Background: an optimization exercise with open tools, aiming at small area and a short achievable clock period. Do not read the settings as production practice.
RTL that was checked went through simulation tests only; none was proved equivalent to the original.
No functional check of the RTL was part of run 4.
No activity file was given, so power comes from the tool's default toggle rates.

`flow/config.mk`:
```
export PLATFORM = sky130hd
export DESIGN_NAME = pong_sprite_renderer
export DESIGN_NICKNAME = pong_sprite_renderer
export VERILOG_FILES = /design/flow/design.v
export SDC_FILE = /design/flow/constraint.sdc
export NUM_CORES = 4
export LEC_CHECK = 0
export CAP_MARGIN = 20
export CORE_MARGIN = 2
export CORE_UTILIZATION = 70
export SETUP_SLACK_MARGIN = 3.5
export SLEW_MARGIN = 20
```
`flow/constraint.sdc`:
```
create_clock -name core_clock -period 6.5 [get_ports {clk}]
set_input_delay 1.3000 -clock core_clock [delete_from_list [all_inputs] [get_ports {clk}]]
set_output_delay 1.3000 -clock core_clock [all_outputs]
set_load 0.01 [all_outputs]
```
`flow/design.v`:
```
`default_nettype none
module pong_sprite_renderer #(
    parameter int          N_SPRITES = 8,
    parameter int          IDX_W     = 3,
    parameter int          COORD_W   = 16,
    parameter logic [11:0] BG_COLOR  = 12'h111,
    parameter int          LATENCY   = 2
) (
    input  logic               clk,
    input  logic               rst,
    input  logic [COORD_W-1:0] h_cnt,
    input  logic [COORD_W-1:0] v_cnt,
    input  logic               pix_valid,
    input  logic [1:0]         sync_in,
    input  logic               frame_start,
    input  logic               wr_en,
    input  logic [IDX_W-1:0]   wr_idx,
    input  logic [COORD_W-1:0] wr_px,
    input  logic [COORD_W-1:0] wr_py,
    input  logic [COORD_W-1:0] wr_hw,
    input  logic [COORD_W-1:0] wr_hh,
    input  logic [11:0]        wr_color,
    input  logic               wr_enable,
    input  logic               cfg_commit,
    output logic               commit_pending,
    output logic [11:0]        rgb_out,
    output logic               rgb_valid,
    output logic [1:0]         sync_out
);
    localparam int CW = COORD_W;
    logic r_commit_pending;
    logic w_commit_now;
    logic w_wr_ok;
    assign w_commit_now = frame_start && (r_commit_pending || cfg_commit);
    assign w_wr_ok      = wr_en && ({1'b0, wr_idx} < (IDX_W+1)'(N_SPRITES));
    logic [CW:0] w_lo_h, w_hi_h, w_lo_v, w_hi_v;    
    logic [CW:0] w_dlo_h, w_dlo_v;
    assign w_dlo_h = {1'b0, wr_px} - {1'b0, wr_hw};
    assign w_dlo_v = {1'b0, wr_py} - {1'b0, wr_hh};
    assign w_lo_h  = w_dlo_h;                        
    assign w_lo_v  = w_dlo_v;
    assign w_hi_h  = {1'b0, wr_px} + {1'b0, wr_hw};  
    assign w_hi_v  = {1'b0, wr_py} + {1'b0, wr_hh};
    logic [CW:0]   r_sh_lo_h [N_SPRITES];
    logic [CW:0]   r_sh_hi_h [N_SPRITES];
    logic [CW:0]   r_sh_lo_v [N_SPRITES];
    logic [CW:0]   r_sh_hi_v [N_SPRITES];
    logic [11:0]   r_sh_color[N_SPRITES];
    logic          r_sh_en   [N_SPRITES];
    logic [CW:0]   r_act_lo_h [N_SPRITES];
    logic [CW:0]   r_act_hi_h [N_SPRITES];
    logic [CW:0]   r_act_lo_v [N_SPRITES];
    logic [CW:0]   r_act_hi_v [N_SPRITES];
    logic [11:0]   r_act_color[N_SPRITES];
    logic          r_act_en   [N_SPRITES];
    always_ff @(posedge clk or negedge rst) begin
        if (!rst) begin
            r_commit_pending <= 1'b0;
        end else if (w_commit_now) begin
            r_commit_pending <= 1'b0;
        end else if (cfg_commit) begin
            r_commit_pending <= 1'b1;
        end
    end
    logic [CW-1:0] r_h, r_v, r_hn, r_vn;    
    logic          r_vld0, r_vld1;
    logic [1:0]    r_sync0, r_sync1;
    always_ff @(posedge clk or negedge rst) begin
        if (!rst) begin
            r_vld0  <= 1'b0;
            r_vld1  <= 1'b0;
            r_sync0 <= 2'b00;
            r_sync1 <= 2'b00;
        end else begin
            r_vld0  <= pix_valid;
            r_vld1  <= r_vld0;
            r_sync0 <= sync_in;
            r_sync1 <= r_sync0;
        end
    end
    always_ff @(posedge clk) begin
        r_h  <= h_cnt;
        r_v  <= v_cnt;
        r_hn <= ~h_cnt;
        r_vn <= ~v_cnt;
    end
    logic [N_SPRITES-1:0] w_hit;
    generate
        for (genvar gi = 0; gi < N_SPRITES; gi++) begin : g_sprite
            logic w_sel;
            assign w_sel = w_wr_ok && (wr_idx == IDX_W'(gi));
            always_ff @(posedge clk or negedge rst) begin
                if (!rst) begin
                    r_sh_en[gi]  <= 1'b0;
                    r_act_en[gi] <= 1'b0;
                end else begin
                    if (w_sel)        r_sh_en[gi]  <= wr_enable;
                    if (w_commit_now) r_act_en[gi] <= r_sh_en[gi];
                end
            end
            always_ff @(posedge clk) begin
                if (w_sel) begin
                    r_sh_lo_h[gi]  <= w_lo_h;
                    r_sh_hi_h[gi]  <= w_hi_h;
                    r_sh_lo_v[gi]  <= w_lo_v;
                    r_sh_hi_v[gi]  <= w_hi_v;
                    r_sh_color[gi] <= wr_color;
                end
                if (w_commit_now) begin
                    r_act_lo_h[gi]  <= r_sh_lo_h[gi];
                    r_act_hi_h[gi]  <= r_sh_hi_h[gi];
                    r_act_lo_v[gi]  <= r_sh_lo_v[gi];
                    r_act_hi_v[gi]  <= r_sh_hi_v[gi];
                    r_act_color[gi] <= r_sh_color[gi];
                end
            end
            logic w_gt_h, w_lt_h, w_gt_v, w_lt_v;
            always_comb begin
                w_gt_h = 1'b0;
                w_lt_h = 1'b0;
                w_gt_v = 1'b0;
                w_lt_v = 1'b0;
                for (int b = 0; b < CW; b++) begin
                    w_gt_h = (r_h[b] & ~r_act_lo_h[gi][b]) | ((r_h[b] | ~r_act_lo_h[gi][b]) & w_gt_h);
                    w_lt_h = (r_act_hi_h[gi][b] & r_hn[b]) | ((r_act_hi_h[gi][b] | r_hn[b]) & w_lt_h);
                    w_gt_v = (r_v[b] & ~r_act_lo_v[gi][b]) | ((r_v[b] | ~r_act_lo_v[gi][b]) & w_gt_v);
                    w_lt_v = (r_act_hi_v[gi][b] & r_vn[b]) | ((r_act_hi_v[gi][b] | r_vn[b]) & w_lt_v);
                end
            end
            assign w_hit[gi] = r_act_en[gi]
                            && (r_act_lo_h[gi][CW] || w_gt_h) && (r_act_hi_h[gi][CW] || w_lt_h)
                            && (r_act_lo_v[gi][CW] || w_gt_v) && (r_act_hi_v[gi][CW] || w_lt_v);
        end
    endgenerate
    logic [11:0] w_c01, w_c23, w_c45, w_c67, w_c03, w_c47, w_color;
    logic        w_h01, w_h23, w_h45, w_h03;
    logic [11:0] r_rgb;
    assign w_h01   = w_hit[0] | w_hit[1];
    assign w_h23   = w_hit[2] | w_hit[3];
    assign w_h45   = w_hit[4] | w_hit[5];
    assign w_h03   = w_h01 | w_h23;
    assign w_c01   = w_hit[0] ? r_act_color[0] : r_act_color[1];
    assign w_c23   = w_hit[2] ? r_act_color[2] : r_act_color[3];
    assign w_c45   = w_hit[4] ? r_act_color[4] : r_act_color[5];
    assign w_c67   = w_hit[6] ? r_act_color[6] : (w_hit[7] ? r_act_color[7] : BG_COLOR);
    assign w_c03   = w_h01 ? w_c01 : w_c23;
    assign w_c47   = w_h45 ? w_c45 : w_c67;
    assign w_color = w_h03 ? w_c03 : w_c47;
    always_ff @(posedge clk or negedge rst) begin
        if (!rst) begin
            r_rgb <= 12'h000;
        end else begin
            r_rgb <= r_vld0 ? w_color : 12'h000;
        end
    end
    assign commit_pending = r_commit_pending;
    assign rgb_out        = r_rgb;
    assign rgb_valid      = r_vld1;
    assign sync_out       = r_sync1;
endmodule
`default_nettype wire
```
`flow/run.sh`:
```
#!/bin/bash
# synth_recipe.tcl (not shown) runs the flow's synth.tcl, then flattens the netlist and writes it again
# the make line also repeats each setting of config.mk as NAME=value (left out here)
make -C /OpenROAD-flow-scripts/flow DESIGN_CONFIG=/design/flow/config.mk WORK_HOME=/design/flow/orfs CLKGATE_MAP_FILE= SYNTH_SCRIPT=/design/flow/synth_recipe.tcl finish
```
==> summary.md, run 1 <==
| Metric | Value |
|---|---|
| Status | finished clean |
| Die Y | about 280 µm |
| DRC violations left | 0 |
| Core area | about 73000 µm² |
| Power density over the cells | 323 nW/µm² |
| Mean post-synth cell area | 16.1 µm² |
| Tmin final | roughly 3.6 ns |
| Hpwl dp | 76500 µm |
| H-tree depth | 4 |
| Final setup skew | 0.0234 ns |
| Combinational cell fraction of total power | 10.8% |
| Pint | roughly 0.015 W |
| Seq pwr share | 51.8% |
| Hold crit path type | reg2reg |
| Post-synth ARST share | between 2 and 3% |
| Routed len/inst | 28.6 µm |
| Largest net degree at the start of global routing | ~200 |
| Vias in the first global route | 30524 |
| EDFF count, synth | 1248 |
| CTS tree | built |
| Final slew viol count | 0 |
| Final Power | 0.0201 W |
| Synth Flop Type | edfxtp_1 |
| Max stage delay on crit path | about 0.52 ns |
| # setup viols final | 0 |
| Initial Util | 70.6% |
| Yosys reg bits | 1347 |
| CP max stage cell | or4b_4 |
| Dpl cell area | about 54000 µm² |
| Clock Power Share | 37.4% |
| Peak supply drop | 0.000301 V |
| Layout cells sized above 1 | ~22% |
| TritonCTS buffer count | 132 |
| Type of origin of the critical path | flop |
| Final WL | 133000 µm |
| Worst Setup End Kind | flop |
| Place WS | ~1.0 ns |
| Die area | 75800 µm² |
| Switching part of the total | 24.3% |
| Syn nets | 3386 |
| Area grow syn2layout | 20.5% |
| Initial DRC Count | around 4000 |
| Buffers on Ports | 135 |
| Initial antenna violation count | 3 |
| First-pass GRT wire length | 188000 µm |
| Fin. Hold Viols | 0 |
| Root Driver | clkbuf_16 |
| Post-Synthesis Cells | 3198 |
| Net switching power figure | ~0.005 W |
| Crit share post-route | 55.0% |
| Worst Setup Path Type | reg2reg |
| Row cnt | 99 |
| Fin area | 62100 µm² |
| Synth unique cells | 98 |
| Crit Path Max Fanout | 19 |
| # nets final | 3760 |
| Mapped Area | 51500 µm² |
| Slew at the pin closest to its max-slew limit | 1.13 ns |
| Final ANT Viol Nets | 0 |
| Critical Path, Cell by Cell | a22oi_1 -> o221ai_2 -> o22ai_1 -> or4b_4 -> a41o_2 -> nor4_4 -> buf_4 -> clkbuf_16 -> mux2_1 -> mux2i_1 -> o21ai_0 -> o2bb2ai_2 |
| Clk pin slew, worst setup/hold paths | roughly 0.060 ns |
| Unrepaired setup endpoints after global routing | yes |
| Via count | 31061 |
| # placed instances | 4220 |
| Die W | 275 µm |
| Drt pass-1 iters | 6 |
| FILL cells | 3177 |
| Drt via density | 6.69 |
| Max Freq | 0.280 GHz |
| WP data required | 7.10 ns |
| Clock Path Buffers | 3 |
| Clk latency of the worst-skew pair | 0.73 ns |
| Sequential area share after synthesis | 76.9% |
| Global-route usage over all layers | between 30% and 40% |
| CP arrival | 4.17 ns |
| GPL Wtd Cong | 0.920 |
| Final std cells w/o fill | 4641 |
| Max_cap viols | 0 |
| IO Pins | 136 |
| Yosys warning count | 13 |
| CTS sink cnt | 1347 |
| Setup ws final | 2.92 ns |
| Pleak | 21.3 nW |
| # hold bufs at CTS | 0 |
| Relative slew slack | roughly 24% |
| Grt total ovfl | 0 |
flip-flops by register name, indices dropped and copies added (netlist names):
signal / flops
r_v: 16
r_sh_color: 96
r_vn: 16
r_sh_hi_v: 136
r_rgb: 12
r_act_lo_h: 128
r_sh_en: 8
r_hn: 16
r_act_lo_v: 129
r_sh_hi_h: 136
r_vld1: 1
r_commit_pending: 1
r_sync0: 2
r_sh_lo_h: 128
r_act_hi_v: 135
r_vld0: 1
r_h: 16
r_act_en: 8
r_act_hi_h: 136
r_act_color: 96
r_sync1: 2
r_sh_lo_v: 128
layout make-up:
| type | count | area, µm² | share of cell area, % |
|---|---|---|---|
| Clock buffer | 175 | 3600 | 5.79 |
| Multi-Input combinational cell | 1547 | 12800 | 20.6 |
| Clock inverter | 68 | 691 | 1.11 |
| Tap cell | 959 | 1200 | 1.93 |
| Inverter | 213 | 876 | 1.41 |
| Antenna cell | 1 | 2.50 | 0.00403 |
| Timing Repair inverter | 1 | 5.00 | 0.00806 |
| Sequential cell | 1347 | 39700 | 64.0 |
| Timing Repair Buffer | 330 | 3190 | 5.14 |
per-stage QoR:
step	hold slack, ns	setup TNS (ns)	util (%)
final	0.357	0	85.1
after global routing	0.368	0	85.1
after CTS	0.342	0	83.5
after detailed placement	0.336	0	74.1
after global placement	0.333	0	74.1
after floorplan	0.331	-3069.41	-
synthesized netlist by cell type (16+ instances only):
| library cell | n | area (µm²) |
|---|---|---|
| edfxtp_1 | 1248 | 37500 |
| inv_1 | 199 | 747 |
| nor2_1 | 144 | 541 |
| a21oi_1 | 137 | 686 |
| o21ai_0 | 127 | 636 |
| nand2_1 | 98 | 368 |
| maj3_1 | 84 | 841 |
| o22ai_1 | 71 | 444 |
| dfxtp_1 | 64 | 1280 |
| ha_1 | 64 | 801 |
| nand2b_1 | 60 | 375 |
| nor2b_1 | 56 | 350 |
| a22oi_1 | 49 | 368 |
| nor3_1 | 49 | 245 |
| a31oi_1 | 45 | 282 |
| clkbuf_1 | 45 | 169 |
| o31ai_1 | 44 | 330 |
| buf_2 | 39 | 195 |
| dfrtp_1 | 35 | 876 |
| a221oi_1 | 34 | 298 |
| o211ai_1 | 33 | 248 |
| xnor2_1 | 33 | 289 |
| o221ai_1 | 25 | 219 |
| mux2_2 | 23 | 259 |
| a211oi_1 | 22 | 165 |
| nand3_1 | 22 | 110 |
| a222oi_1 | 16 | 160 |
cell families (layout without fill, tap and decap cells):
| logic type | Yosys count | count (layout) | share of synthesized area, % |
|---|---|---|---|
| AO/OA/AOI/OAI | 757 | 758 | 10.1 |
| multiplexers | 38 | 38 | 0.799 |
| XOR/XNOR | 42 | 42 | 0.714 |
| adder cells (fa/ha/maj) | 164 | 164 | 3.60 |
| buffers and inverters | 311 | 787 | 2.44 |
| other | 0 | 1 | 0 |
| flip-flops | 1347 | 1347 | 76.9 |
| AND/OR/NAND/NOR | 539 | 545 | 5.43 |
path summary, 6_finish.rpt:
check,depth (start not counted),from,end,slack [ns]
min in group asynchronous,1,rst,r_rgb[10],0.70
max reg2reg,12,r_hn[14],r_rgb[7],2.92
max in group asynchronous,1,rst,r_rgb[0],5.21
min,0,r_sync0[0],r_sync1[0],0.36
max,12,r_hn[14],r_rgb[7],2.92
min reg2reg,0,r_sync0[0],r_sync1[0],0.36
layer usage:
layer	vias up	global-route usage [%]	share of wire, %
li1	13252	-	-
met1	15493	43.6	36
met2	1919	58.1	51
met3	391	6.18	8.5
met4	6	17.2	4.9
met5	-	0	0.026
cells in the final DEF (no fill, tap or decap), types with 43 or more instances in the layout:
cell	Yosys	final
a22oi_1	49	49
o21ai_0	127	98
o22ai_1	71	71
nand2_1	98	96
clkbuf_16	0	135
ha_1	64	43
nor2_1	144	129
a21oi_1	137	108
maj3_1	84	80
nor2b_1	56	51
nand2b_1	60	56
edfxtp_1	1248	1248
inv_1	199	170
dfxtp_2	0	45
clkdlybuf4s50_1	0	108
buf_4	5	155
power by group through the flow:
stage	combinational [W]	sequential (W)	clock, W
after floorplan	0.000945	0.0105	0
after global placement	0.00150	0.0105	0
after detailed placement	0.00154	0.0106	0
after CTS	0.00191	0.0104	0.00754
after global routing	0.00227	0.0104	0.00789
final	0.00217	0.0104	0.00750
critical path: cells and delay by family (launching register included):
kind / cells / cell delay, ns
and+or+nand+nor: 2 / 0.75
DFF: 1 / 0.50
muxes: 2 / 0.51
AOI/OAI and AO/OA: 6 / 1.30
buffers and inverters: 2 / 0.38
timing repair:
item,in CTS,in global routing
cloned,9,3
pin swaps,116,92
buffers inserted,99,66
endpoints found under the hold margin,0,0
gates resized for setup,455,145
endpoints found under the setup margin,564,359
==> run 2, diff against run 1 <==
--- a/flow/config.mk
+++ b/flow/config.mk
@@ -9,3 +9,5 @@
 export CORE_MARGIN = 2
-export CORE_UTILIZATION = 70
+export CORE_UTILIZATION = 60
+export CTS_CLUSTER_DIAMETER = 150
+export CTS_CLUSTER_SIZE = 25
 export SETUP_SLACK_MARGIN = 3.5
==> run 2 against run 1 <==
  * Critical path type is now in2reg
  * Routed wire length down 6.5%
  * Combinational power fell by 5%
  * Clock-buffer cell count is 66 lower
  * Via count is 6.6% lower
  * Sequential power barely moved
  * Fmax rose by 2.2%
  * Synthesized cell count is the same
  * Non-clock buffer count rose by 2
  * Total power down 17%
  * Sequential share of layout area increased by 2.7 points
  * Global-route usage shrank 6.7 points
  * Die area grew 16%
==> summary.md, run 2 <==
| Metric | Value |
|---|---|
| Mapped Area | 51500 µm² |
| Final WL | around 120000 µm |
| Worst hold start | r_sync0[0] |
| CTS tree | built |
| Initial DRC Count | ~2900 |
| Pleak | 20.1 nW |
| Tmin final | ~3.5 ns |
| Area leader, netlist | edfxtp_1 |
| Post-Synthesis Cells | approximately 3200 |
| Biggest regs | r_act_hi_h x136, r_sh_hi_h x136, r_sh_hi_v x136 |
| Crit share post-route | between 50% and 60% |
| Initial Util | 60.5% |
| Relative slew slack | 30.3% |
| Net switching power figure | 0.00398 W |
| # placed instances | 4415 |
| TritonCTS buffer count | 59 |
| Most frequent cells after synthesis | 1248 x edfxtp_1, 199 x inv_1, 144 x nor2_1, 137 x a21oi_1, 127 x o21ai_0 |
| First-pass GRT wire length | approximately 180000 µm |
| # hold bufs at CTS | 0 |
| Drt via density | 6.18 |
| Initial antenna violation count | 3 |
| Buf/Inv on CP | 2 |
| CP max stage cell | a221o_2 |
| Slew at the pin closest to its max-slew limit | 1.04 ns |
| Final std cells w/o fill | 4694 |
| Critical Path, Cell by Cell | buf_8 -> ha_4 -> inv_2 -> fa_2 -> o21bai_1 -> a21o_1 -> a21oi_2 -> o21bai_2 -> a21oi_1 -> nor2_1 -> or3_4 -> a2111oi_4 -> o41ai_4 -> a221o_2 |
| Buffers on Ports | about 140 |
| Critical Path End | r_sh_hi_v[1][16] |
| Leading cell type in the layout, fill and taps excluded | edfxtp_1 |
| Critical R2R Launch | r_act_hi_v[4][0] |
| EDFF count, synth | 1248 |
| DRC violations left | 0 |
| Layout cells sized above 1 | 18.9% |
| Unrepaired setup endpoints after global routing | yes |
| CP arrival | 3.88 ns |
| Max stage delay on crit path | approximately 0.44 ns |
| FILL cells | 5498 |
| H-tree depth | 2 |
| Yosys warning count | 13 |
| Core area | 85100 µm² |
| Grt total ovfl | 0 |
| Mean post-synth cell area | 16.1 µm² |
| Clock Power Share | 25.5% |
| Status | finished clean |
| Seq pwr share | between 60 and 70% |
| Final slew viol count | 0 |
| Yosys reg bits | 1347 |
| Row cnt | between 100 and 150 |
| Root Driver | clkbuf_16 |
| Final setup skew | 0.0277 ns |
| Crit path from | wr_hh[0] |
| WP data required | 6.88 ns |
| Clk pin slew, worst setup/hold paths | around 0.09 ns |
| Ranking of synthesized cells by area | edfxtp_1 73%, dfxtp_1 2.5%, dfrtp_1 1.7%, maj3_1 1.6%, ha_1 1.6% |
| Pint | 0.0127 W |
| Switching part of the total | 23.9% |
| Type of origin of the critical path | input port |
| Worst r2r path cells | 11 |
| Worst path depth | 14 |
| Synth Flop Type | edfxtp_1 |
| Die area | 88200 µm² |
| Peak supply drop | 0.000288 V |
| Syn nets | 3386 |
| Die W | 297 µm |
| # setup viols final | 0 |
| # nets final | 3686 |
| Most frequent cells in the layout | 1248 x edfxtp_1, 173 x inv_1, 148 x buf_4 |
| CTS sink cnt | 1347 |
| Largest net degree at the start of global routing | 155 |
| R2R Setup Slk | slightly above 3 ns |
| Power density over the cells | approximately 280 nW/µm² |
| Worst Setup Path Type | in2reg |
| GPL Wtd Cong | 0.979 |
| Post-synth ARST share | approximately 2.6% |
| Routed len/inst | 26.5 µm |
| Crit Path Max Fanout | 8 |
| Area grow syn2layout | 15.7% |
| Vias in the first global route | 28479 |
| Max_cap viols | 0 |
| Final ANT Viol Nets | 0 |
| Via count | 29022 |
| Max Freq | 0.286 GHz |
| Worst Setup End Kind | flop |
| Global-route usage over all layers | between 20% and 30% |
| CP delay by family, top | compound AO/OA/AOI/OAI gates |
| Synth unique cells | 98 |
| Hold crit path type | reg2reg |
| Die Y | 297 µm |
| Clock Path Buffers | 3 |
| Share of the synthesized area in the top cell type | 72.7% |
| Crit Reg-Reg Endpoint | r_rgb[7] |
| Combinational cell fraction of total power | 12.4% |
| Most frequent cell after synthesis | edfxtp_1 |
| Final Power | between 0.015 and 0.02 W |
| Drt pass-1 iters | 6 |
| Sequential area share after synthesis | about three quarters |
| Hpwl dp | 80700 µm |
| Clk latency of the worst-skew pair | roughly 0.68 ns |
| Fin. Hold Viols | 0 |
| IO Pins | 136 |
| WHS | 0.362 ns |
[run 2: area by class of cell]
class | count | area [µm²] | area share (%)
Sequential cell | 1347 | 39700 | 66.6
Multi-Input combinational cell | 1544 | 12600 | 21.1
Timing Repair Buffer | 332 | 3280 | 5.50
Clock buffer | 109 | 1690 | 2.83
Tap cell | 1144 | 1430 | 2.40
Inverter | 213 | 867 | 1.45
Clock inverter | 3 | 30.0 | 0.0504
Timing Repair inverter | 1 | 7.51 | 0.0126
Antenna cell | 1 | 2.50 | 0.00420
[run 2: logic make-up after synthesis]
logic type,synth area share (%)
muxes,0.799
xor gates and xnor gates,0.714
adders and majority gates,3.60
buffers and inverters,2.44
DFF,76.9
and+or+nand+nor,5.43
AOI/OAI and AO/OA,10.1
[run 2: power groups by stage]
stage | Sequential (W) | Combinational (W) | Clock (W)
2_1_floorplan | 0.0105 | 0.000945 | 0
3_3_place_gp | 0.0105 | 0.00155 | 0
3_5_place_dp | 0.0106 | 0.00159 | 0
4_1_cts | 0.0104 | 0.00191 | 0.00435
5_1_grt | 0.0104 | 0.00221 | 0.00462
6_report | 0.0104 | 0.00207 | 0.00425
[run 2: metal layers]
| layer | wire length, µm | GRT usage (%) |
|---|---|---|
| met4 | 4900 | 10.0 |
| met5 | 0 | 0 |
| met2 | 62100 | 47.4 |
| met3 | 7430 | 2.97 |
| met1 | 49800 | 37.3 |
[run 2: how the worst min path moves through the flow]
stage | to | slack, ns | depth (start not counted)
after detailed placement | r_sync1[1] | 0.34 | 0
after global placement | r_sync1[1] | 0.34 | 0
after floorplan | r_sync1[0] | 0.33 | 0
final | r_sync1[0] | 0.36 | 0
after global routing | r_sync1[0] | 0.38 | 0
after CTS | r_sync1[0] | 0.37 | 0
[run 2: through the flow]
step | TNS [ns] | area, µm² | worst slack (ns) | utilization, %
6_report | 0 | 59600 | 3.00 | 70.0
5_1_grt | 0 | 59600 | 2.96 | 70.0
4_1_cts | 0 | 58600 | 3.02 | 68.8
3_5_place_dp | 0 | 54400 | 1.17 | 63.9
3_3_place_gp | 0 | 54300 | 1.33 | 63.8
2_1_floorplan | -3069.41 | 51600 | -4.92 | -
[run 2: worst register-to-register path, stage by stage (launching register included)]
cell	delay, ns
edfxtp_1	0.42
nand2b_4	0.16
maj3_2	0.29
maj3_2	0.36
maj3_2	0.34
o21ai_4	0.30
nor3b_4	0.33
nand4_4	0.21
clkbuf_16	0.26
and3b_1	0.16
or4_1	0.40
o2bb2ai_1	0.13
[run 2: timing repair]
action	CTS	global route
gates cloned	5	3
buffers inserted	102	56
endpoints found under the setup margin	1163	344
pin swaps	117	109
resized for setup	440	130
==> run 3, diff against run 2 <==
--- a/flow/config.mk
+++ b/flow/config.mk
@@ -10,4 +10,4 @@
 export CORE_UTILIZATION = 60
-export CTS_CLUSTER_DIAMETER = 150
-export CTS_CLUSTER_SIZE = 25
+export CTS_BUF_LIST = sky130_fd_sc_hd__clkbuf_8 sky130_fd_sc_hd__clkbuf_4
+export CTS_CLUSTER_SIZE = 20
 export SETUP_SLACK_MARGIN = 3.5
==> run 3 against run 2 <==
  * Global-route usage increased by 0.74 points
  * First-iteration DRC count decreased by 7.2%
  * Worst setup slack improved by 0.073 ns
  * Total power increased by 17%
  * Utilization increased by 2.4 points
  * Critical path type is now reg2reg
==> summary.md, run 3 <==
| Metric | Value |
|---|---|
| Status | finished clean |
| Most frequent cells after synthesis | 1248 x edfxtp_1, 199 x inv_1, 144 x nor2_1, 137 x a21oi_1, 127 x o21ai_0 |
| Met3 Use GR | 4.83% |
| Vias in the first global route | 30013 |
| Setup ws final | 3.07 ns |
| Leading cell type in the layout, fill and taps excluded | edfxtp_1 |
| Max Freq | 0.292 GHz |
| Biggest regs | r_act_hi_h x136, r_sh_hi_h x136, r_sh_hi_v x136 |
| Clk latency of the worst-skew pair | 0.86 ns |
| Largest family of logic cells by synthesized area | compound AO/OA/AOI/OAI gates |
| Via count | ~30000 |
| Initial DRC Count | 2647 |
| Post-synth ARST share | 2.60% |
| # nets final | 3806 |
| Drt pass-1 iters | 7 |
| Max_cap viols | 0 |
| Final std cells w/o fill | between 4000 and 5000 |
| Synth unique cells | 98 |
| Crit Path Max Fanout | 24 |
| CTS sink cnt | 1347 |
| TritonCTS buffer count | 206 |
| Yosys warning count | 13 |
| Row cnt | 107 |
| Mapped Area | between 50000 and 60000 µm² |
| Crit share post-route | 52.7% |
| Most Crowded Layer GR | met2 |
| Type of origin of the critical path | flop |
| GPL Wtd Cong | 0.979 |
| CP most frequent cell | maj3_2 |
| Xor and xnor fraction of the mapped netlist area | 0.714% |
| Core area | around 85000 µm² |
| Relative slew slack | between 30% and 40% |
| Clk pin slew, worst setup/hold paths | roughly 0.06 ns |
| Worst path depth | 11 |
| Most frequent cells in the layout | 1248 x edfxtp_1, 232 x clkbuf_8, 174 x inv_1 |
| Worst Setup Path Type | reg2reg |
| WHS | 0.355 ns |
| WP data required | a little over 7 ns |
| Post-Synthesis Cells | ~3200 |
| Area grow syn2layout | 19.7% |
| Clock Path Buffers | 3 |
| Initial antenna violation count | 6 |
| Largest net degree at the start of global routing | about 160 |
| H-tree depth | 4 |
| CP delay by family, top | simple AND/OR/NAND/NOR gates |
| Die area | 88200 µm² |
| Area leader, netlist | edfxtp_1 |
| Critical Path, Cell by Cell | nand2b_4 -> maj3_2 -> maj3_2 -> maj3_2 -> o21ai_4 -> nor3b_4 -> nand4_2 -> buf_6 -> and3b_1 -> or4_1 -> o2bb2ai_1 |
| First-pass GRT wire length | 185000 µm |
| Most frequent cell after synthesis | edfxtp_1 |
| Ranking of synthesized cells by area | edfxtp_1 73%, dfxtp_1 2.5%, dfrtp_1 1.7%, maj3_1 1.6%, ha_1 1.6% |
| IO Pins | 136 |
| Mean post-synth cell area | 16.1 µm² |
| FILL cells | 5390 |
| CP arrival | 4.20 ns |
| CP max stage cell | edfxtp_1 |
| Buf/Inv on CP | 1 |
| Share of the synthesized area in the top cell type | 72.7% |
| Final ANT Viol Nets | 0 |
| Hold crit path type | reg2reg |
| Post-Synth Simple-Gate Area | 5.43% |
| Hold path depth | 0 |
| Adder-Cell Fraction of Synth Area | 3.60% |
| TNS Setup | 0 ns |
| GR met1 Demand/Resource | 36.7% |
| Yosys reg bits | 1347 |
| Buffers on Ports | between 100 and 150 |
| Proportion of synthesized area in mux cells | 0.799% |
| GR Util met2 | a little under half |
| Synth Area in Compound Gates | 10.1% |
| Final slew viol count | 0 |
| Grt total ovfl | 0 |
| Synth Flop Type | edfxtp_1 |
| Pleak | 21.3 nW |
| Syn nets | 3386 |
| CTS tree | built |
| Peak supply drop | 0.000254 V |
| Unrepaired setup endpoints after global routing | yes |
| Final WL | 126000 µm |
| Drt via density | approximately 6.0 |
| DRC violations left | 0 |
| Root Driver | clkbuf_8 |
| Global-route usage over all layers | between 20 and 30% |
| Final setup skew | 0.0245 ns |
| Max stage delay on crit path | between 0.4 and 0.5 ns |
| # placed instances | 4415 |
| Initial Util | 60.5% |
| EDFF count, synth | approximately 1200 |
| Routed len/inst | 25.4 µm |
| Fin. Hold Viols | 0 |
| Slew at the pin closest to its max-slew limit | 1.02 ns |
| Die Y | 297 µm |
| # setup viols final | 0 |
| Worst r2r path cells | 11 |
| Tmin final | 3.43 ns |
| Sequential area share after synthesis | 76.9% |
| Power density over the cells | around 320 nW/µm² |
| Layout cells sized above 1 | 23.5% |
| Hpwl dp | 80700 µm |
| Worst Setup End Kind | flop |
| # hold bufs at CTS | 0 |
| Die W | slightly below 300 µm |
| Place WS | between 1 and 1.5 ns |
run 3: cell count changes in the layout (fill, tap and decap cells not counted), moves of 13 or more:
cell / before / now
clkbuf_1: 49 / 0
clkbuf_16: 62 / 0
clkbuf_4: 0 / 59
clkbuf_8: 0 / 232
clkinv_1: 0 / 45
clkinv_2: 5 / 30
dlygate4sd2_1: 10 / 23
run 3: final cells by class:
cell class | instances | area (µm²) | share of cell area [%]
Sequential cell | 1347 | 39700 | 64.4
Multi-Input combinational cell | 1543 | 12400 | 20.2
Clock buffer | 291 | 3640 | 5.90
Timing Repair Buffer | 306 | 2900 | 4.69
Tap cell | 1144 | 1430 | 2.32
Inverter | 213 | 865 | 1.40
Clock inverter | 93 | 659 | 1.07
Timing Repair inverter | 1 | 7.51 | 0.0122
Antenna cell | 2 | 5.00 | 0.00812
run 3: path summary, 6_finish.rpt:
check,from,endpoint,slack [ns]
setup / recovery,r_act_hi_v[4][0],r_rgb[1],3.07
hold / removal,r_sync0[1],r_sync1[1],0.35
setup reg to reg,r_act_hi_v[4][0],r_rgb[1],3.07
hold reg to reg,r_sync0[1],r_sync1[1],0.35
max in group asynchronous,rst,r_act_en[7],5.34
min in group asynchronous,rst,r_sync1[0],0.58
run 3: repair_timing:
| item | 4_1_cts | 5_1_grt |
|---|---|---|
| buffers inserted | 91 | 42 |
| pin swaps | 112 | 79 |
| gates resized for setup | 409 | 101 |
| setup endpoints to repair | 1014 | 332 |
| cloned | 5 | 0 |
run 3: kinds of logic after synthesis:
logic type	Yosys count
adder cells (fa/ha/maj)	164
buffers and inverters	311
flip-flops	1347
multiplexers	38
AO/OA/AOI/OAI	757
XOR/XNOR	42
AND/OR/NAND/NOR	539
run 3: per-layer routing:
metal	vias up	wire, µm
li1	13350	-
met1	14943	50200
met2	1130	62500
met3	278	7590
met4	2	5350
met5	-	13
run 3: worst reg2reg max path, delay by kind of cell (launching register included):
family          cells  cell delay, ns
flops               1            0.41
fa+ha+maj           3            1.04
buf+inv             1            0.24
simple gates        5            1.17
compound gates      2            0.50
run 3: report_power, final:
part	switching [W]	total (W)	leakage (nW)	internal, W
combinational	0.00121	0.00196	6.41	0.000749
clock	0.00318	0.00711	2.26	0.00393
sequential	0.000266	0.0104	12.6	0.0101
run 3: through the flow:
step	total power, W	cell area (µm²)	util (%)
6_report	0.0194	61700	72.4
5_1_grt	0.0201	61700	72.4
4_1_cts	0.0195	60800	71.4
3_5_place_dp	0.0121	54400	63.9
3_3_place_gp	0.0121	54300	63.8
2_1_floorplan	0.0114	51600	-
==> run 4, diff against run 3 <==
--- a/flow/design.v
+++ b/flow/design.v
@@ -116,15 +116,16 @@
             end
+            logic [CW-1:0] g0_lh, p0_lh, g0_hh, p0_hh, g0_lv, p0_lv, g0_hv, p0_hv;
+            assign g0_lh = r_h & ~r_act_lo_h[gi][CW-1:0];
+            assign p0_lh = r_h | ~r_act_lo_h[gi][CW-1:0];
+            assign g0_hh = r_act_hi_h[gi][CW-1:0] & r_hn;
+            assign p0_hh = r_act_hi_h[gi][CW-1:0] | r_hn;
+            assign g0_lv = r_v & ~r_act_lo_v[gi][CW-1:0];
+            assign p0_lv = r_v | ~r_act_lo_v[gi][CW-1:0];
+            assign g0_hv = r_act_hi_v[gi][CW-1:0] & r_vn;
+            assign p0_hv = r_act_hi_v[gi][CW-1:0] | r_vn;
             logic w_gt_h, w_lt_h, w_gt_v, w_lt_v;
-            always_comb begin
-                w_gt_h = 1'b0;
-                w_lt_h = 1'b0;
-                w_gt_v = 1'b0;
-                w_lt_v = 1'b0;
-                for (int b = 0; b < CW; b++) begin
-                    w_gt_h = (r_h[b] & ~r_act_lo_h[gi][b]) | ((r_h[b] | ~r_act_lo_h[gi][b]) & w_gt_h);
-                    w_lt_h = (r_act_hi_h[gi][b] & r_hn[b]) | ((r_act_hi_h[gi][b] | r_hn[b]) & w_lt_h);
-                    w_gt_v = (r_v[b] & ~r_act_lo_v[gi][b]) | ((r_v[b] | ~r_act_lo_v[gi][b]) & w_gt_v);
-                    w_lt_v = (r_act_hi_v[gi][b] & r_vn[b]) | ((r_act_hi_v[gi][b] | r_vn[b]) & w_lt_v);
-                end
-            end
+            pong_gt_tree #(.W(CW)) u_gt_h (.g(g0_lh), .p(p0_lh), .gt(w_gt_h));
+            pong_gt_tree #(.W(CW)) u_lt_h (.g(g0_hh), .p(p0_hh), .gt(w_lt_h));
+            pong_gt_tree #(.W(CW)) u_gt_v (.g(g0_lv), .p(p0_lv), .gt(w_gt_v));
+            pong_gt_tree #(.W(CW)) u_lt_v (.g(g0_hv), .p(p0_hv), .gt(w_lt_v));
             assign w_hit[gi] = r_act_en[gi]
@@ -160,2 +161,44 @@
 endmodule
+module pong_gt_tree #(
+    parameter int W = 16
+) (
+    input  logic [W-1:0] g,
+    input  logic [W-1:0] p,
+    output logic         gt
+);
+    generate
+        if (W == 1) begin : g_leaf
+            assign gt = g[0];
+        end else begin : g_node
+            localparam int WL = W / 2;
+            logic [W-WL-1:0] gh, ph;
+            logic gl, gu, pu;
+            pong_gt_tree #(.W(WL)) u_lo (.g(g[WL-1:0]), .p(p[WL-1:0]), .gt(gl));
+            pong_gp_tree #(.W(W-WL)) u_hi (.g(g[W-1:WL]), .p(p[W-1:WL]), .go(gu), .po(pu));
+            assign gt = gu | (pu & gl);
+        end
+    endgenerate
+endmodule
+module pong_gp_tree #(
+    parameter int W = 8
+) (
+    input  logic [W-1:0] g,
+    input  logic [W-1:0] p,
+    output logic         go,
+    output logic         po
+);
+    generate
+        if (W == 1) begin : g_leaf
+            assign go = g[0];
+            assign po = p[0];
+        end else begin : g_node
+            localparam int WL = W / 2;
+            logic gl, pl, gu, pu;
+            pong_gp_tree #(.W(WL))   u_lo (.g(g[WL-1:0]), .p(p[WL-1:0]), .go(gl), .po(pl));
+            pong_gp_tree #(.W(W-WL)) u_hi (.g(g[W-1:WL]), .p(p[W-1:WL]), .go(gu), .po(pu));
+            assign go = gu | (pu & gl);
+            assign po = pu & pl;
+        end
+    endgenerate
+endmodule
 `default_nettype wire
==> run 4 against run 3 <==
  * Non-clock buffer count fell by 49
  * Total power rose by 1.1%
  * Critical path depth rose by 1
  * Routed wire length rose by 3.3%
  * Register-to-register slack got worse by 0.06 ns
  * Area after synthesis rose by 0.33%
  * Critical endpoint is now r_rgb[5]
  * Clock skew rose by 0.0035 ns
  * Largest cell class unchanged
  * Clock-buffer cell count rose by 15
  * Sequential share of layout area rose by 0.18 points
  * Highest routed layer unchanged
==> summary.md, run 4 <==
| Metric | Value |
|---|---|
| TritonCTS buffer count | 204 |
| Buffers on Ports | 135 |
| GPL Wtd Cong | 0.903 |
| Hold crit path type | reg2reg |
| WP data required | 7.26 ns |
| Power density over the cells | around 320 nW/µm² |
| Mean post-synth cell area | about 16 µm² |
| Layout cells sized above 1 | 22.2% |
| Peak supply drop | 0.000300 V |
| Most frequent cells in the layout | 1248 x edfxtp_1, 228 x clkbuf_8, 158 x nor2_1 |
| Clk pin slew, worst setup/hold paths | 0.06 ns |
| Worst Setup End Kind | flop |
| Final WL | 130000 µm |
| Die W | 298 µm |
| Final std cells w/o fill | 4895 |
| Clk latency of the worst-skew pair | 0.87 ns |
| Area grow syn2layout | 18.9% |
| Final slew viol count | 0 |
| Yosys reg bits | 1347 |
| Multi-input gate area | 12500 µm² |
| Yosys warning count | 13 |
| Most frequent cell after synthesis | edfxtp_1 |
| Clock Path Buffers | 3 |
| Max Freq | 0.287 GHz |
| Share of the synthesized area in the top cell type | 72.5% |
| Leading cell type in the layout, fill and taps excluded | edfxtp_1 |
| Unrepaired setup endpoints after global routing | yes |
| Register area | between 30000 and 40000 µm² |
| Routed len/inst | 26.5 µm |
| Seq pwr share | 52.8% |
| Type of origin of the critical path | flop |
| # nets final | 3760 |
| TNS Setup | 0 ns |
| Die area | 88500 µm² |
| Syn nets | 3399 |
| Fin area | roughly 61000 µm² |
| Critical Path End | r_rgb[5] |
| Critical R2R Launch | r_hn[15] |
| Row cnt | 107 |
| R2R Setup Slk | 3.02 ns |
| Hpwl dp | 80200 µm |
| Worst Setup Path Type | reg2reg |
| Tmin final | 3.48 ns |
| Synth unique cells | slightly below 90 |
| Global-route usage over all layers | 28.9% |
| CTS tree | built |
| Slew at the pin closest to its max-slew limit | between 1 and 1.5 ns |
| Switching part of the total | ~24% |
| Pleak | about 21 nW |
| Via count | 30231 |
| Most frequent cells after synthesis | 1248 x edfxtp_1, 170 x inv_1, 165 x nor2_1, 145 x a21oi_1, 113 x o21ai_0 |
| # setup viols final | 0 |
| Crit Reg-Reg Endpoint | r_rgb[5] |
| Initial DRC Count | 3761 |
| Drt pass-1 iters | 6 |
| Relative slew slack | between 20% and 30% |
| First-pass GRT wire length | 188000 µm |
| Clock Power Share | roughly 37% |
| Worst r2r path cells | 12 |
| Grt total ovfl | 0 |
| FILL cells | 5403 |
| Initial antenna violation count | 5 |
| Root Driver | clkbuf_8 |
| CP arrival | between 4 and 5 ns |
| Dpl cell area | around 55000 µm² |
| Net switching power figure | roughly 0.0047 W |
| Drt via density | 6.18 |
| Synth Flop Type | edfxtp_1 |
| Sequential area share after synthesis | 76.7% |
| Vias in the first global route | 29923 |
| Core area | 85300 µm² |
| Mapped Area | 51700 µm² |
| Post-Synthesis Cells | 3211 |
| Largest net degree at the start of global routing | between 200 and 250 |
| IO Pins | 136 |
| # hold bufs at CTS | 0 |
| Crit path from | r_hn[15] |
| DRC violations left | 0 |
| WHS | 0.358 ns |
| H-tree depth | 4 |
| EDFF count, synth | 1248 |
| Pint | 0.0149 W |
| Die Y | 298 µm |
| Final setup skew | 0.0280 ns |
| Final Core Density | 72.1% |
| Initial Util | 60.6% |
| Post-synth ARST share | 2.60% |
| Crit Path Max Fanout | 17 |
| Area leader, netlist | edfxtp_1 |
| Status | finished clean |
| Combinational cell fraction of total power | a little over a tenth |
| # placed instances | 4412 |
| Fin. Hold Viols | 0 |
| CTS sink cnt | 1347 |
| Ranking of synthesized cells by area | edfxtp_1 72%, dfxtp_1 2.5%, dfrtp_1 1.7%, maj3_1 1.6%, ha_1 1.5% |
| Crit share post-route | 53.6% |
| Max_cap viols | 0 |
| Final ANT Viol Nets | 0 |
## run 4: changes by cell type after synthesis, sizes merged, moves of 21 or more
cell / delta
nor3: -25
o31ai: -21
inv: -31
nand2b: +40
buf: -32
clkbuf: +38
a31oi: +22
## run 4: power by group through the flow
stage	Clock [W]	Sequential [W]	Combinational, W
3_5_place_dp	0	0.0106	0.00165
3_3_place_gp	0	0.0105	0.00162
6_report	0.00723	0.0104	0.00204
2_1_floorplan	0	0.0105	0.000989
4_1_cts	0.00736	0.0104	0.00193
5_1_grt	0.00773	0.0104	0.00217
## run 4: how the worst min path moves through the flow
stage	from	end	slack [ns]	cells past startpoint
6_report	r_sync0[1]	r_sync1[1]	0.36	0
5_1_grt	r_sync0[0]	r_sync1[0]	0.37	0
4_1_cts	r_sync0[1]	r_sync1[1]	0.36	0
3_5_place_dp	r_sync0[1]	r_sync1[1]	0.34	0
3_3_place_gp	r_sync0[1]	r_sync1[1]	0.34	0
2_1_floorplan	r_sync0[0]	r_sync1[0]	0.33	0
## run 4: layout make-up
cell class	instances	area share [%]
timing repair buffer	257	4.35
clock buffer	306	6.06
sequential	1347	64.6
antenna	2	0.00814
multi-input combinational	1583	20.4
tap	1144	2.33
inverter	179	1.20
clock inverter	77	1.03
## run 4: cells by family after synthesis
logic type,Yosys count,share of synthesized area [%]
XOR/XNOR,44,0.745
multiplexers,39,0.794
buffers and inverters,283,2.13
AND/OR/NAND/NOR,558,5.63
AO/OA/AOI/OAI,782,10.6
adder cells (fa/ha/maj),158,3.46
flip-flops,1347,76.7
## run 4: per-stage QoR
step | power [W] | worst slack (ns)
after floorplan | 0.0115 | -4.92
after global placement | 0.0122 | 1.38
after detailed placement | 0.0122 | 1.27
after CTS | 0.0197 | 2.99
after global routing | 0.0203 | 2.91
final | 0.0197 | 3.02
## run 4: worst max-delay path, stage by stage (launching register included)
cell,delay [ns]
dfxtp_2,0.56
o22ai_1,0.18
or3_1,0.42
nor4_2,0.40
a31oi_2,0.26
a21oi_2,0.17
buf_4,0.17
nand3_2,0.11
buf_12,0.19
and4_4,0.18
buf_12,0.15
and3b_2,0.28
a221oi_2,0.29
## run 4: timing repair
action,CTS,global route
buffers inserted,59,31
pin swaps,93,103
endpoints found under the hold margin,0,0
cloned,6,1
gates resized for setup,358,127
setup endpoints to repair,671,300
## run 4: layer usage
layer / share of wire [%] / track usage, % / routed length [µm]
met1: 42 / 41.8 / 54700
met2: 47 / 45.3 / 61400
met3: 7.5 / 4.57 / 9800
met4: 3.0 / 9.99 / 3860
met5: 0.022 / 0 / 28
==> run 5, diff against run 4 <==
--- a/flow/design.v
+++ b/flow/design.v
@@ -116,16 +116,15 @@
             end
-            logic [CW-1:0] g0_lh, p0_lh, g0_hh, p0_hh, g0_lv, p0_lv, g0_hv, p0_hv;
-            assign g0_lh = r_h & ~r_act_lo_h[gi][CW-1:0];
-            assign p0_lh = r_h | ~r_act_lo_h[gi][CW-1:0];
-            assign g0_hh = r_act_hi_h[gi][CW-1:0] & r_hn;
-            assign p0_hh = r_act_hi_h[gi][CW-1:0] | r_hn;
-            assign g0_lv = r_v & ~r_act_lo_v[gi][CW-1:0];
-            assign p0_lv = r_v | ~r_act_lo_v[gi][CW-1:0];
-            assign g0_hv = r_act_hi_v[gi][CW-1:0] & r_vn;
-            assign p0_hv = r_act_hi_v[gi][CW-1:0] | r_vn;
             logic w_gt_h, w_lt_h, w_gt_v, w_lt_v;
-            pong_gt_tree #(.W(CW)) u_gt_h (.g(g0_lh), .p(p0_lh), .gt(w_gt_h));
-            pong_gt_tree #(.W(CW)) u_lt_h (.g(g0_hh), .p(p0_hh), .gt(w_lt_h));
-            pong_gt_tree #(.W(CW)) u_gt_v (.g(g0_lv), .p(p0_lv), .gt(w_gt_v));
-            pong_gt_tree #(.W(CW)) u_lt_v (.g(g0_hv), .p(p0_hv), .gt(w_lt_v));
+            always_comb begin
+                w_gt_h = 1'b0;
+                w_lt_h = 1'b0;
+                w_gt_v = 1'b0;
+                w_lt_v = 1'b0;
+                for (int b = 0; b < CW; b++) begin
+                    w_gt_h = (r_h[b] & ~r_act_lo_h[gi][b]) | ((r_h[b] | ~r_act_lo_h[gi][b]) & w_gt_h);
+                    w_lt_h = (r_act_hi_h[gi][b] & r_hn[b]) | ((r_act_hi_h[gi][b] | r_hn[b]) & w_lt_h);
+                    w_gt_v = (r_v[b] & ~r_act_lo_v[gi][b]) | ((r_v[b] | ~r_act_lo_v[gi][b]) & w_gt_v);
+                    w_lt_v = (r_act_hi_v[gi][b] & r_vn[b]) | ((r_act_hi_v[gi][b] | r_vn[b]) & w_lt_v);
+                end
+            end
             assign w_hit[gi] = r_act_en[gi]
@@ -161,44 +160,2 @@
 endmodule
-module pong_gt_tree #(
-    parameter int W = 16
-) (
-    input  logic [W-1:0] g,
-    input  logic [W-1:0] p,
-    output logic         gt
-);
-    generate
-        if (W == 1) begin : g_leaf
-            assign gt = g[0];
-        end else begin : g_node
-            localparam int WL = W / 2;
-            logic [W-WL-1:0] gh, ph;
-            logic gl, gu, pu;
-            pong_gt_tree #(.W(WL)) u_lo (.g(g[WL-1:0]), .p(p[WL-1:0]), .gt(gl));
-            pong_gp_tree #(.W(W-WL)) u_hi (.g(g[W-1:WL]), .p(p[W-1:WL]), .go(gu), .po(pu));
-            assign gt = gu | (pu & gl);
-        end
-    endgenerate
-endmodule
-module pong_gp_tree #(
-    parameter int W = 8
-) (
-    input  logic [W-1:0] g,
-    input  logic [W-1:0] p,
-    output logic         go,
-    output logic         po
-);
-    generate
-        if (W == 1) begin : g_leaf
-            assign go = g[0];
-            assign po = p[0];
-        end else begin : g_node
-            localparam int WL = W / 2;
-            logic gl, pl, gu, pu;
-            pong_gp_tree #(.W(WL))   u_lo (.g(g[WL-1:0]), .p(p[WL-1:0]), .go(gl), .po(pl));
-            pong_gp_tree #(.W(W-WL)) u_hi (.g(g[W-1:WL]), .p(p[W-1:WL]), .go(gu), .po(pu));
-            assign go = gu | (pu & gl);
-            assign po = pu & pl;
-        end
-    endgenerate
-endmodule
 `default_nettype wire
==> flow/flow/run.sh (new file) <==
#!/bin/bash
# Standard synthesis, then the combinational logic re-mapped by ABC for delay
# (flip-flop instances untouched), then the standard layout from floorplan on.
set -euo pipefail
here=$(pwd)
bash standard.sh synth > "$here/synth_std.log" 2>&1
R=$here/orfs/results/$FLOW_PLATFORM/pong_sprite_renderer/base
O=$here/orfs/objects/$FLOW_PLATFORM/pong_sprite_renderer/base
cp "$R/1_2_yosys.v" "$here/1_2_yosys_std.v"
YOSYS=yosys
[ -x "$FLOW_HOME/../tools/install/yosys/bin/yosys" ] && YOSYS="$FLOW_HOME/../tools/install/yosys/bin/yosys"
export REMAP_LIB="$FLOW_HOME/platforms/sky130hd/lib/sky130_fd_sc_hd__tt_025C_1v80.lib"
export REMAP_IN="$here/1_2_yosys_std.v"
export REMAP_OUT="$here/1_2_yosys_remap.v"
export REMAP_TOP="$FLOW_TOP"
export REMAP_CONSTR="$O/abc.constr"
export REMAP_SCRIPT="$here/flow/remap.abc"
export REMAP_DONTUSE="$(grep -o -- '-dont_use [A-Za-z0-9_]*' "$here/orfs/logs/$FLOW_PLATFORM/pong_sprite_renderer/base/1_2_yosys.log" | sort -u | tr '\n' ' ')"
"$YOSYS" -c "$here/flow/remap.tcl" > "$here/remap.log" 2>&1
cp "$REMAP_OUT" "$R/1_2_yosys.v"
touch "$R/1_2_yosys.v"
bash standard.sh > "$here/layout.log" 2>&1
==> flow/flow/remap.abc (new file) <==
strash
dc2
dch -f
map -D 1500
topo
buffer -p
upsize -D 1500
dnsize -D 1500
==> flow/flow/remap.tcl (new file) <==
# Re-map the combinational logic of the standard synthesis netlist with ABC,
# keeping every flip-flop (and tie) cell instance, with its name and cell type.
yosys -import
set lib $::env(REMAP_LIB)
read_liberty -ignore_miss_func -ignore_miss_dir -setattr liberty_cell $lib
read_verilog $::env(REMAP_IN)
hierarchy -top $::env(REMAP_TOP)
setattr -mod -set keep_hierarchy 1 sky130_fd_sc_hd__df* sky130_fd_sc_hd__edf* sky130_fd_sc_hd__conb_1
flatten
opt_clean -purge
techmap
opt -fast
abc -liberty $lib {*}$::env(REMAP_DONTUSE) -constr $::env(REMAP_CONSTR) -script $::env(REMAP_SCRIPT)
opt_clean -purge
setundef -zero
hilomap -singleton -hicell sky130_fd_sc_hd__conb_1 HI -locell sky130_fd_sc_hd__conb_1 LO
insbuf -buf sky130_fd_sc_hd__buf_4 A X
splitnets
opt_clean -purge
yosys rename -enumerate
check
blackbox sky130_fd_sc_hd__*
stat -liberty $lib
write_verilog -noattr -nohex -nodec $::env(REMAP_OUT)
==> flow/standard.sh (new file) <==
#!/bin/bash
# synth_recipe.tcl (not shown) runs the flow's synth.tcl, then flattens the netlist and writes it again
# the make line also repeats each setting of config.mk as NAME=value (left out here)
make -C /OpenROAD-flow-scripts/flow DESIGN_CONFIG=/design/flow/config.mk WORK_HOME=/design/flow/orfs CLKGATE_MAP_FILE= SYNTH_SCRIPT=/design/flow/synth_recipe.tcl "${@:-finish}"
removed: flow/run.sh
==> run 5 against run 4 <==
  * Utilization grew 0.90 points
  * Still clean
  * Worst hold slack lost 0.0079 ns
  * Register-to-register slack gained 0.24 ns
==> summary.md, run 5 <==
| Metric | Value |
|---|---|
| Final WL | 118000 µm |
| Worst Setup End Kind | flop |
| Mean post-synth cell area | 15.7 µm² |
| Grt total ovfl | 0 |
| WHS | 0.350 ns |
| Final setup skew | approximately 0.027 ns |
| Hold path depth | 0 |
| Slew at the pin closest to its max-slew limit | 0.974 ns |
| Pleak | 21.1 nW |
| Drt pass-1 iters | 5 |
| Crit Path Max Fanout | 8 |
| Initial antenna violation count | 4 |
| Drt via density | 5.96 |
| Post-Synthesis Cells | 3129 |
| Power density over the cells | about 320 nW/µm² |
| CTS tree | built |
| Hold crit path type | reg2reg |
| Hpwl dp | 69200 µm |
| # nets final | 3731 |
| H-tree depth | 4 |
| WP data required | 7.08 ns |
| Initial Util | between 60% and 70% |
| Status | finished clean |
| Die area | between 80000 and 90000 µm² |
| # setup viols final | 0 |
| Setup ws final | between 3 and 4 ns |
| IO Pins | 136 |
| Root Driver | clkbuf_8 |
| Biggest regs | r_act_hi_h x136, r_sh_hi_h x136, r_sh_hi_v x136 |
| Largest net degree at the start of global routing | 100 |
| DRC violations left | 0 |
| Area grow syn2layout | 21.2% |
| GPL Wtd Cong | 0.895 |
| Die W | 290 µm |
| Clk pin slew, worst setup/hold paths | approximately 0.06 ns |
| Initial DRC Count | about 2400 |
| Peak supply drop | about 0.00022 V |
| Vias in the first global route | 29583 |
| Row cnt | 105 |
| # hold bufs at CTS | 0 |
| Die Y | about 290 µm |
| TritonCTS buffer count | 204 |
| Worst r2r path cells | 13 |
| Final slew viol count | 0 |
| Hold Path End | r_sync1[0] |
| Crit Reg-Reg Endpoint | r_rgb[1] |
| Worst hold start | r_sync0[0] |
| Buffers on Ports | 135 |
| Via count | 28882 |
| Yosys warning count | 13 |
| Place WS | 1.36 ns |
| Layout cells sized above 1 | 24.4% |
| Max_cap viols | 0 |
| Crit share post-route | 50.5% |
| Syn nets | 3249 |
| Unrepaired setup endpoints after global routing | yes |
| Core area | 81700 µm² |
| First-pass GRT wire length | 174000 µm |
| Tmin final | roughly 3.3 ns |
| Global-route usage over all layers | 27.8% |
| Final ANT Viol Nets | 0 |
| Worst Setup Path Type | in2reg |
| Most frequent cells in the layout | 1248 x edfxtp_1, 227 x inv_1, 226 x nor2_1 |
| Max Freq | 0.304 GHz |
| R2R Setup Slk | about 3.3 ns |
| Clock Path Buffers | 3 |
| Routed len/inst | 24.3 µm |
| Clk latency of the worst-skew pair | about 0.83 ns |
| CP arrival | slightly below 4 ns |
| Fin. Hold Viols | 0 |
| Mapped Area | 49200 µm² |
| Critical R2R Launch | r_h[15] |
| Leading cell type in the layout, fill and taps excluded | edfxtp_1 |
| Relative slew slack | 34.9% |
| Type of origin of the critical path | input port |
| CTS sink cnt | between 1000 and 1500 |
[run 5: through the flow]
stage	TNS [ns]	total power [W]	utilization (%)	area (µm²)	instances
after floorplan	-3253.51	0.0112	-	49300	3129
after global placement	0	0.0117	63.7	52000	4283
after detailed placement	0	0.0117	63.7	52000	4283
after CTS	0	0.0189	71.8	58700	4815
after global routing	0	0.0196	73.0	59600	4849
final	0	0.0189	73.0	59600	4849
[run 5: layout make-up]
class / instances / area, µm²
Timing Repair Buffer: 347 / 3330
Timing Repair inverter: 3 / 20.0
Inverter: 266 / 1090
Antenna cell: 4 / 10.0
Clock buffer: 328 / 3860
Tap cell: 1070 / 1340
Fill cell: 5110 / 22100
Sequential cell: 1347 / 39700
Multi-Input combinational cell: 1442 / 10000
Clock inverter: 42 / 282
[run 5: worst max path at each step]
stage / from / end / slack, ns / cells past startpoint
2_1_floorplan: cfg_commit / r_act_color[0][0] / -4.96 / 3
3_3_place_gp: wr_hh[0] / r_sh_lo_v[1][16] / 1.56 / 17
3_5_place_dp: wr_hh[2] / r_sh_lo_v[3][16] / 1.36 / 17
4_1_cts: r_h[1] / r_rgb[11] / 3.25 / 19
5_1_grt: r_v[2] / r_rgb[7] / 3.10 / 18
6_report: wr_hh[11] / r_sh_lo_v[5][16] / 3.21 / 11
[run 5: layer usage]
metal	part of all wire, %	track usage, %	vias to the layer above
li1	-	-	13019
met1	40	36.9	14513
met2	50	47.0	1088
met3	6.5	4.45	262
met4	3.2	9.95	0
met5	0	0	-
[run 5: repair_timing]
action	CTS	global route
endpoints found under the setup margin	914	312
pin swaps	119	115
gates resized for setup	404	162
cloned	8	1
setup buffers	154	29
[run 5: worst max-delay path, cell delays in order]
cell and delay (ns):
clkdlybuf4s50_1 0.51, inv_1 0.05, nor2_1 0.53, nor2_1 0.28, inv_1 0.31, a31oi_4 0.18, o21bai_4 0.20, a21oi_4 0.10
o21bai_4 0.18, a21oi_2 0.08, buf_6 0.14
[run 5: power by group]
part           internal (W)  leakage, nW  switching, W
logic              0.000614         6.23       0.00107
clock network       0.00386         2.23       0.00310
registers            0.0101         12.6      0.000225
total                0.0145         21.1       0.00440
==> run 6, diff against run 5 <==
--- a/flow/config.mk
+++ b/flow/config.mk
@@ -10,4 +10,4 @@
 export CORE_UTILIZATION = 60
-export CTS_BUF_LIST = sky130_fd_sc_hd__clkbuf_8 sky130_fd_sc_hd__clkbuf_4
-export CTS_CLUSTER_SIZE = 20
+export CTS_CLUSTER_DIAMETER = 150
+export CTS_CLUSTER_SIZE = 25
 export SETUP_SLACK_MARGIN = 3.5
==> run 6 against run 5 <==
  * Fmax fell by 0.80%
  * Register-to-register slack worse by 0.07 ns
  * Sequential power hardly changed
  * Sequential share of layout area is 2.6 points higher
  * Die area stayed put
  * Sequential cell count stayed put
  * Area after synthesis is the same
  * Routed wire length decreased by 3.0%
  * Via count shrank 3.4%
  * Clock power is 39% lower
  * Final area decreased by 3.7%
  * Critical path depth increased by 2
  * Largest power group unchanged
==> summary.md, run 6 <==
| Metric | Value |
|---|---|
| Clk latency of the worst-skew pair | ~0.67 ns |
| Register area | 39700 µm² |
| # nets final | between 3000 and 4000 |
| Multi-input gate area | 10200 µm² |
| Final WL | 114000 µm |
| TritonCTS buffer count | 59 |
| Largest net degree at the start of global routing | 100 |
| Crit Path Max Fanout | 10 |
| H-tree depth | 2 |
| Peak supply drop | 0.000274 V |
| DRC violations left | 0 |
| Crit share post-route | 51.0% |
| Mean post-synth cell area | 15.7 µm² |
| Most frequent cells in the layout | 1248 x edfxtp_1, 231 x inv_1, 220 x nor2_1 |
| Fin. Hold Viols | 0 |
| Post-Synthesis Cells | about 3100 |
| Vias in the first global route | 28189 |
| # setup viols final | 0 |
| Mapped Area | 49200 µm² |
| Root Driver | clkbuf_16 |
| CP arrival | 3.89 ns |
| Global-route usage over all layers | between 20% and 30% |
| Final slew viol count | 0 |
| CTS sink cnt | 1347 |
| Worst hold start | r_sync0[0] |
| Row cnt | around 110 |
| WP data required | 7.08 ns |
| Via count | 27904 |
| Power density over the cells | around 280 nW/µm² |
| Pleak | 19.7 nW |
| Clock Path Buffers | 3 |
| Initial antenna violation count | 2 |
| Type of origin of the critical path | flop |
| Setup ws final | about 3.2 ns |
| Grt total ovfl | 0 |
| Area grow syn2layout | 16.6% |
| Max Freq | 0.302 GHz |
| Worst Setup Path Type | reg2reg |
| Hpwl dp | 69200 µm |
| Place WS | 1.36 ns |
| FILL cells | 5262 |
| GPL Wtd Cong | 0.895 |
| Crit path from | r_h[15] |
| Core area | 81700 µm² |
| Critical R2R Launch | r_h[15] |
| Buffers on Ports | ~140 |
| Final Power | 0.0163 W |
| Final ANT Viol Nets | 0 |
| Hold crit path type | reg2reg |
| Tmin final | 3.31 ns |
| Final setup skew | 0.0318 ns |
| Initial Util | 60.2% |
| Die W | between 200 and 300 µm |
| # hold bufs at CTS | 0 |
| Clk pin slew, worst setup/hold paths | 0.10 ns |
| Unrepaired setup endpoints after global routing | yes |
| Relative slew slack | between 30% and 40% |
| Die Y | about 290 µm |
| Drt pass-1 iters | 5 |
| Drt via density | approximately 6 |
| Layout cells sized above 1 | 18.7% |
| Biggest regs | r_act_hi_h x136, r_sh_hi_h x136, r_sh_hi_v x136 |
| First-pass GRT wire length | 168000 µm |
| Die area | around 84000 µm² |
| Max_cap viols | 0 |
| Yosys warning count | 13 |
| Leading cell type in the layout, fill and taps excluded | edfxtp_1 |
| CTS tree | built |
| Syn nets | 3249 |
| IO Pins | 136 |
| Routed len/inst | 24.9 µm |
| Worst Setup End Kind | flop |
| Slew at the pin closest to its max-slew limit | 0.955 ns |
| Initial DRC Count | roughly 2500 |
| Status | finished clean |
## run 6: path summary, 6_finish.rpt
| kind | end | slack [ns] | cells past startpoint |
|---|---|---|---|
| setup / recovery | r_rgb[9] | 3.19 | 13 |
| hold / removal | r_sync1[0] | 0.36 | 0 |
| setup reg to reg | r_rgb[9] | 3.19 | 13 |
| hold reg to reg | r_sync1[0] | 0.36 | 0 |
| max in group asynchronous | r_act_en[0] | 5.11 | 1 |
| min in group asynchronous | r_sync0[1] | 0.75 | 1 |
## run 6: cell type report
class	instances	area share [%]
timing repair buffer	350	5.93
clock buffer	110	2.98
sequential	1347	69.1
tap	1070	2.33
antenna	2	0.00872
clock inverter	1	0.00872
inverter	266	1.88
timing repair inverter	3	0.0349
multi-input combinational	1441	17.7
## run 6: worst max-delay path, stage by stage (launching register included)
cell and delay (ns):
dfxtp_2 0.43, inv_2 0.15, nand2_1 0.13, o21ai_0 0.30, a311oi_2 0.49, o2111ai_1 0.22, a31oi_1 0.28, o2111ai_2 0.18
buf_12 0.18, and2_4 0.18, buf_6 0.13, nand2_8 0.11, nand2_8 0.11, o32ai_4 0.30
## run 6: what timing repair did
action / CTS / global route
gates cloned: 5 / 2
setup endpoints to repair: 1040 / 364
resized for setup: 418 / 152
pin swaps: 122 / 125
buffers inserted: 146 / 41
## run 6: per-stage QoR
stage	setup TNS [ns]	instance area (µm²)	util, %	cells	hold slack [ns]
final	0	57400	70.3	4590	0.360
after global routing	0	57400	70.3	4590	0.371
after CTS	0	56300	68.9	4545	0.359
after detailed placement	0	52000	63.7	4283	0.337
after global placement	0	52000	63.7	4283	0.342
after floorplan	-3253.51	49300	-	3129	0.331
## run 6: metal layers
metal	GRT usage, %	vias to the layer above	share of wire, %
li1	-	12622	-
met1	36.3	14248	41
met2	46.2	832	51
met3	3.30	202	5.0
met4	7.05	0	2.7
met5	0	-	0
## run 6: power by group
group          total, W  internal, W  switching (W)
Clock           0.00428      0.00179        0.00250
Combinational   0.00173     0.000650        0.00108
Sequential       0.0103       0.0100       0.000224

[separate check: timing with driven ports]
In the flow no input, the clock included, has a driving cell. The finished layouts below were timed again as built, in two steps.
Step 1 (the two cells are an assumption about what drives the block):
set clk [get_ports {clk}]
set_driving_cell -lib_cell sky130_fd_sc_hd__clkbuf_16 $clk
set_driving_cell -lib_cell sky130_fd_sc_hd__buf_2 [delete_from_list [all_inputs] $clk]
Step 2 moves the port delays by t, midway between the first and last clock arrival at a register: inputs arrive t later, outputs are due t later. That takes back most of the time a late clock gives input paths.
Slacks: no drivers / after step 1 / after step 2; pairs: no drivers / after step 1.
run | t (ns) | setup WS [ns] | hold WS [ns] | latest minus earliest clock arrival (ns) | worst slew at a driven data input, ns
run 1 | 0.784 | 2.923 / 2.923 / 2.184 | 0.357 / 0.357 / 0.357 | 0.027 / 0.027 | 0.07
run 2 | 0.740 | 3.001 / 3.036 / 2.296 | 0.362 / 0.362 / 0.362 | 0.030 / 0.031 | 0.07
run 3 | 0.917 | 3.074 / 3.074 / 2.263 | 0.355 / 0.355 / 0.355 | 0.028 / 0.028 | 0.09
run 4 | 0.917 | 3.016 / 3.016 / 2.429 | 0.358 / 0.358 / 0.358 | 0.033 / 0.033 | 0.11
run 5 | 0.893 | 3.214 / 3.257 / 2.367 | 0.350 / 0.350 / 0.350 | 0.039 / 0.039 | 0.10
run 6 | 0.726 | 3.188 / 3.182 / 2.457 | 0.360 / 0.360 / 0.360 | 0.041 / 0.041 | 0.09
After both steps every run listed still meets setup and hold. For run 5, which loses most, drivers alone change the setup slack by +0.043 ns; drivers and shift together by -0.847 ns.
